What follows belongs to an exercise in optimizing a design on an open flow for small area; a production flow would make more cautious choices.
Where RTL was checked, it was by simulation tests only, not by an equivalence proof against the original.
No activity file was given, so power comes from the tool's default toggle rates.

==> v13: inputs <==
==> flow/design.v <==
package player_pkg;
  localparam int NUM_CH    = 7;
  localparam int NUM_BITS  = 8;
  localparam int SAMPLES   = 10;
  localparam int BUF_BITS  = NUM_BITS * SAMPLES;
  localparam logic [2:0] LOOP_SEL = 3'd7;
  localparam logic [7:0] OE_MASK  = 8'hC0;
  typedef enum logic [1:0] {
    ST_IDLE = 2'd0,
    ST_PLAY = 2'd1,
    ST_DONE = 2'd2
  } state_t;
endpackage
module bit_prescaler #(
  parameter int CLK_DIV = 1
) (
  input  logic clk,
  input  logic rst_n,
  input  logic ena,
  input  logic clr_i,
  input  logic run_i,
  output logic tick_o
);
  localparam logic [7:0] LAST = 8'(CLK_DIV - 1);
  logic [7:0] cnt_q;
  assign tick_o = run_i && (cnt_q == LAST);
  always_ff @(posedge clk or negedge rst_n) begin
    if (!rst_n) begin
      cnt_q <= '0;
    end else if (ena) begin
      if (clr_i || !run_i || tick_o) cnt_q <= '0;
      else                           cnt_q <= cnt_q + 8'd1;
    end
  end
endmodule
module channel_pattern_player (
  input  logic       clk,
  input  logic       rst_n,
  input  logic       ena,
  input  logic [7:0] ui_in,
  input  logic [7:0] uio_in,
  output logic [7:0] uo_out,
  output logic [7:0] uio_out,
  output logic [7:0] uio_oe
);
  localparam int NCH = player_pkg::NUM_CH;
  localparam int NBY = player_pkg::SAMPLES;
  localparam int NB  = player_pkg::NUM_BITS;
  logic                 wr_prev_q, start_prev_q, stop_prev_q;
  player_pkg::state_t   state_q;
  logic                 loop_q;
  logic [6:0]           bit_q;        
  logic [NCH-1:0][3:0]  cnt_q;        
  logic [NB-1:0]        buf_q [NCH][NBY];
  logic [2:0] chan_sel;
  logic       wr_edge, start_edge, stop_edge;
  logic       play, last_bit, do_wr, do_start;
  assign chan_sel   = uio_in[2:0];
  assign wr_edge    = uio_in[3] & ~wr_prev_q;
  assign start_edge = uio_in[4] & ~start_prev_q;
  assign stop_edge  = uio_in[5] & ~stop_prev_q;
  assign play     = (state_q == player_pkg::ST_PLAY);
  assign last_bit = (bit_q == 7'd79);
  assign do_wr    = wr_edge & ~play & ~stop_edge;
  assign do_start = start_edge & ~play & ~stop_edge & ~wr_edge;
  always_ff @(posedge clk or negedge rst_n) begin
    if (!rst_n) begin
      wr_prev_q    <= 1'b0;
      start_prev_q <= 1'b0;
      stop_prev_q  <= 1'b0;
      state_q      <= player_pkg::ST_IDLE;
      bit_q        <= '0;
      loop_q       <= 1'b0;
      cnt_q        <= '0;
    end else if (ena) begin
      wr_prev_q    <= uio_in[3];
      start_prev_q <= uio_in[4];
      stop_prev_q  <= uio_in[5];
      if (stop_edge) begin
        state_q <= player_pkg::ST_IDLE;
        bit_q   <= '0;
      end else if (play) begin
        if (last_bit) begin
          bit_q <= '0;
          if (!loop_q) state_q <= player_pkg::ST_DONE;
        end else begin
          bit_q <= bit_q + 7'd1;
        end
      end else if (do_wr) begin
        state_q <= player_pkg::ST_IDLE;
        if (chan_sel == player_pkg::LOOP_SEL)
          loop_q <= ui_in[0];
        else if (cnt_q[chan_sel] != 4'(NBY))
          cnt_q[chan_sel] <= cnt_q[chan_sel] + 4'd1;
      end else if (do_start) begin
        state_q <= player_pkg::ST_PLAY;
      end
    end
  end
  always_ff @(posedge clk) begin
    for (int c = 0; c < NCH; c++) begin
      if (ena && do_wr && chan_sel == 3'(c)) begin
        buf_q[c][0] <= ui_in;
        for (int k = 1; k < NBY; k++) buf_q[c][k] <= buf_q[c][k-1];
      end
    end
  end
  logic [3:0] rd_byte;
  logic [2:0] rd_bit;
  assign rd_byte = 4'(NBY - 1) - bit_q[6:3];
  assign rd_bit  = ~bit_q[2:0];
  always_comb begin
    uo_out = '0;
    for (int c = 0; c < NCH; c++)
      uo_out[c] = play && (rd_byte < cnt_q[c]) && buf_q[c][rd_byte][rd_bit];
    uo_out[7] = play && (bit_q == '0);
  end
  assign uio_out = {play, (state_q == player_pkg::ST_DONE), 6'b000000};
  assign uio_oe  = player_pkg::OE_MASK;
endmodule
==> flow/run.sh <==
#!/bin/bash
# synth_recipe.tcl (not shown) runs the flow's synth.tcl, then flattens the netlist and writes it again
# the make line also repeats each setting of config.mk as NAME=value (left out here)
make -C /OpenROAD-flow-scripts/flow DESIGN_CONFIG=/design/flow/config.mk WORK_HOME=/design/flow/orfs CLKGATE_MAP_FILE= SYNTH_SCRIPT=/design/flow/synth_recipe.tcl finish
==> flow/config.mk <==
export PLATFORM = sky130hd
export DESIGN_NAME = channel_pattern_player
export DESIGN_NICKNAME = channel_pattern_player
export VERILOG_FILES = /design/flow/design.v
export SDC_FILE = /design/flow/constraint.sdc
export NUM_CORES = 4
export LEC_CHECK = 0
export CAP_MARGIN = 20
export CELL_PAD_IN_SITES_DETAIL_PLACEMENT = 2
export CELL_PAD_IN_SITES_GLOBAL_PLACEMENT = 4
export CORE_MARGIN = 2
export CORE_UTILIZATION = 15
export PLACE_DENSITY = 0.3
export SLEW_MARGIN = 20
==> flow/constraint.sdc <==
create_clock -name core_clock -period 10.0 [get_ports {clk}]
set_input_delay 2.0000 -clock core_clock [delete_from_list [all_inputs] [get_ports {clk}]]
set_output_delay 2.0000 -clock core_clock [all_outputs]
set_load 0.01 [all_outputs]
==> inputs of v27, as changes to v13 <==
--- a/flow/design.v
+++ b/flow/design.v
@@ -110,8 +110,19 @@
   assign rd_byte = 4'(NBY - 1) - bit_q[6:3];
   assign rd_bit  = ~bit_q[2:0];
+  logic [NBY-1:0][NB-1:0] sel;
+  always_comb begin
+    for (int k = 0; k < NBY; k++)
+      for (int b = 0; b < NB; b++)
+        sel[k][b] = (rd_byte == 4'(k)) && (rd_bit == 3'(b));
+  end
   always_comb begin
     uo_out = '0;
-    for (int c = 0; c < NCH; c++)
-      uo_out[c] = play && (rd_byte < cnt_q[c]) && buf_q[c][rd_byte][rd_bit];
+    for (int c = 0; c < NCH; c++) begin
+      logic any;
+      any = 1'b0;
+      for (int k = 0; k < NBY; k++)
+        any = any | |(sel[k] & buf_q[c][k]);
+      uo_out[c] = play && (rd_byte < cnt_q[c]) && any;
+    end
     uo_out[7] = play && (bit_q == '0);
   end
Settings changed: ABC_AREA from default to 1, CELL_PAD_IN_SITES_DETAIL_PLACEMENT 2 to 0, CELL_PAD_IN_SITES_GLOBAL_PLACEMENT 4 to 0, CORE_UTILIZATION 15 to 50, CTS_CLUSTER_DIAMETER from default to 60, CTS_CLUSTER_SIZE from default to 25, PLACE_DENSITY 0.3 to 0.6.
==> inputs of v21, as changes to v13 <==
--- a/flow/design.v
+++ b/flow/design.v
@@ -110,8 +110,19 @@
   assign rd_byte = 4'(NBY - 1) - bit_q[6:3];
   assign rd_bit  = ~bit_q[2:0];
+  logic [NBY-1:0][NB-1:0] sel;
+  always_comb begin
+    for (int k = 0; k < NBY; k++)
+      for (int b = 0; b < NB; b++)
+        sel[k][b] = (rd_byte == 4'(k)) && (rd_bit == 3'(b));
+  end
   always_comb begin
     uo_out = '0;
-    for (int c = 0; c < NCH; c++)
-      uo_out[c] = play && (rd_byte < cnt_q[c]) && buf_q[c][rd_byte][rd_bit];
+    for (int c = 0; c < NCH; c++) begin
+      logic any;
+      any = 1'b0;
+      for (int k = 0; k < NBY; k++)
+        any = any | |(sel[k] & buf_q[c][k]);
+      uo_out[c] = play && (rd_byte < cnt_q[c]) && any;
+    end
     uo_out[7] = play && (bit_q == '0);
   end
Settings changed: ABC_AREA from default to 1.
==> flow_summary.yaml <==
placement:
  dp_cells: 2845
status:
  status: "complete, no violations"
yosys:
  synth_top_family_by_area: "simple AND/OR/NAND/NOR gates"
  synth.distinct_cells: 41
route:
  vias_per_cell: 5.86
worst_setup_path:
  regToRegSetupSlack_ns: 6.96
pwr:
  total_leakage_power_nw: 10.4
grt:
  grt_use_total_pct: 31.1
  grt_pass1_vias: 16400
sta:
  fin_crit_sh_pct: 72.2
-- figures above: v27

==> flow_summary.yaml <==
status:
  status: "complete, no violations"
pwr:
  total_leakage_power_nw: 11.2
  p_comb_mw: 1.51
route:
  vias_per_cell: 3.80
sta:
  fin_crit_sh_pct: 75.4
yosys:
  synth_top_family_by_area: "simple AND/OR/NAND/NOR gates"
  synth_compound_area_share_pct: 2.50
grt:
  grt_use_total_pct: 16.8
placement:
  dp_cells: 4417
floorplan:
  die_h_microns: 412
-- figures above: v21

==> flow_summary.yaml <==
grt:
  grt_use_total_pct: 26.5
  grt_pass1_vias: 30000
route:
  post_drt_wl_per_cell_microns: 51.1
  vias_per_cell: 5.16
run:
  drv_cap: 0
sta:
  fin_crit_sh_pct: 96.0
clock_tree:
  cts-htree-levels: 3
worst_setup_path:
  regToRegSetupSlack_ns: 5.16
yosys:
  synth_top_family_by_area: "compound AO/OA/AOI/OAI gates"
  synth.distinct_cells: 94
status:
  status: "complete, no violations"
-- figures above: v13

The RTL of v27 and v21 was laid out without a check of its function.

## static timing again, ports no longer ideal
Ports are ideal in the flow. The routed layouts listed here were re-timed in OpenROAD.
Step 1 (the two cells are an assumption about what drives the block):
set clk [get_ports {clk}]
set_driving_cell -lib_cell sky130_fd_sc_hd__clkbuf_16 $clk
set_driving_cell -lib_cell sky130_fd_sc_hd__buf_2 [delete_from_list [all_inputs] $clk]
Step 2 adds t to the input delays and takes it off the output delays; t is the mean of the earliest and latest rising clock arrival at the registers after step 1. Input paths then give back, and output paths get back, about the clock's delay inside the block.
Slacks: no drivers / after step 1 / after step 2; pairs: no drivers / after step 1.
| run | t (ns) | setup WS [ns] | slew at the worst register clock pin (ns) |
|---|---|---|---|
| v13 | 0.820 | 0.401 / 0.310 / 1.130 | 0.07 / 0.07 |
| v27 | 0.655 | 2.776 / 2.717 / 3.372 | 0.10 / 0.10 |
| v21 | 0.736 | 2.456 / 2.384 / 3.120 | 0.06 / 0.06 |
After both steps setup and hold are still met in every run listed.
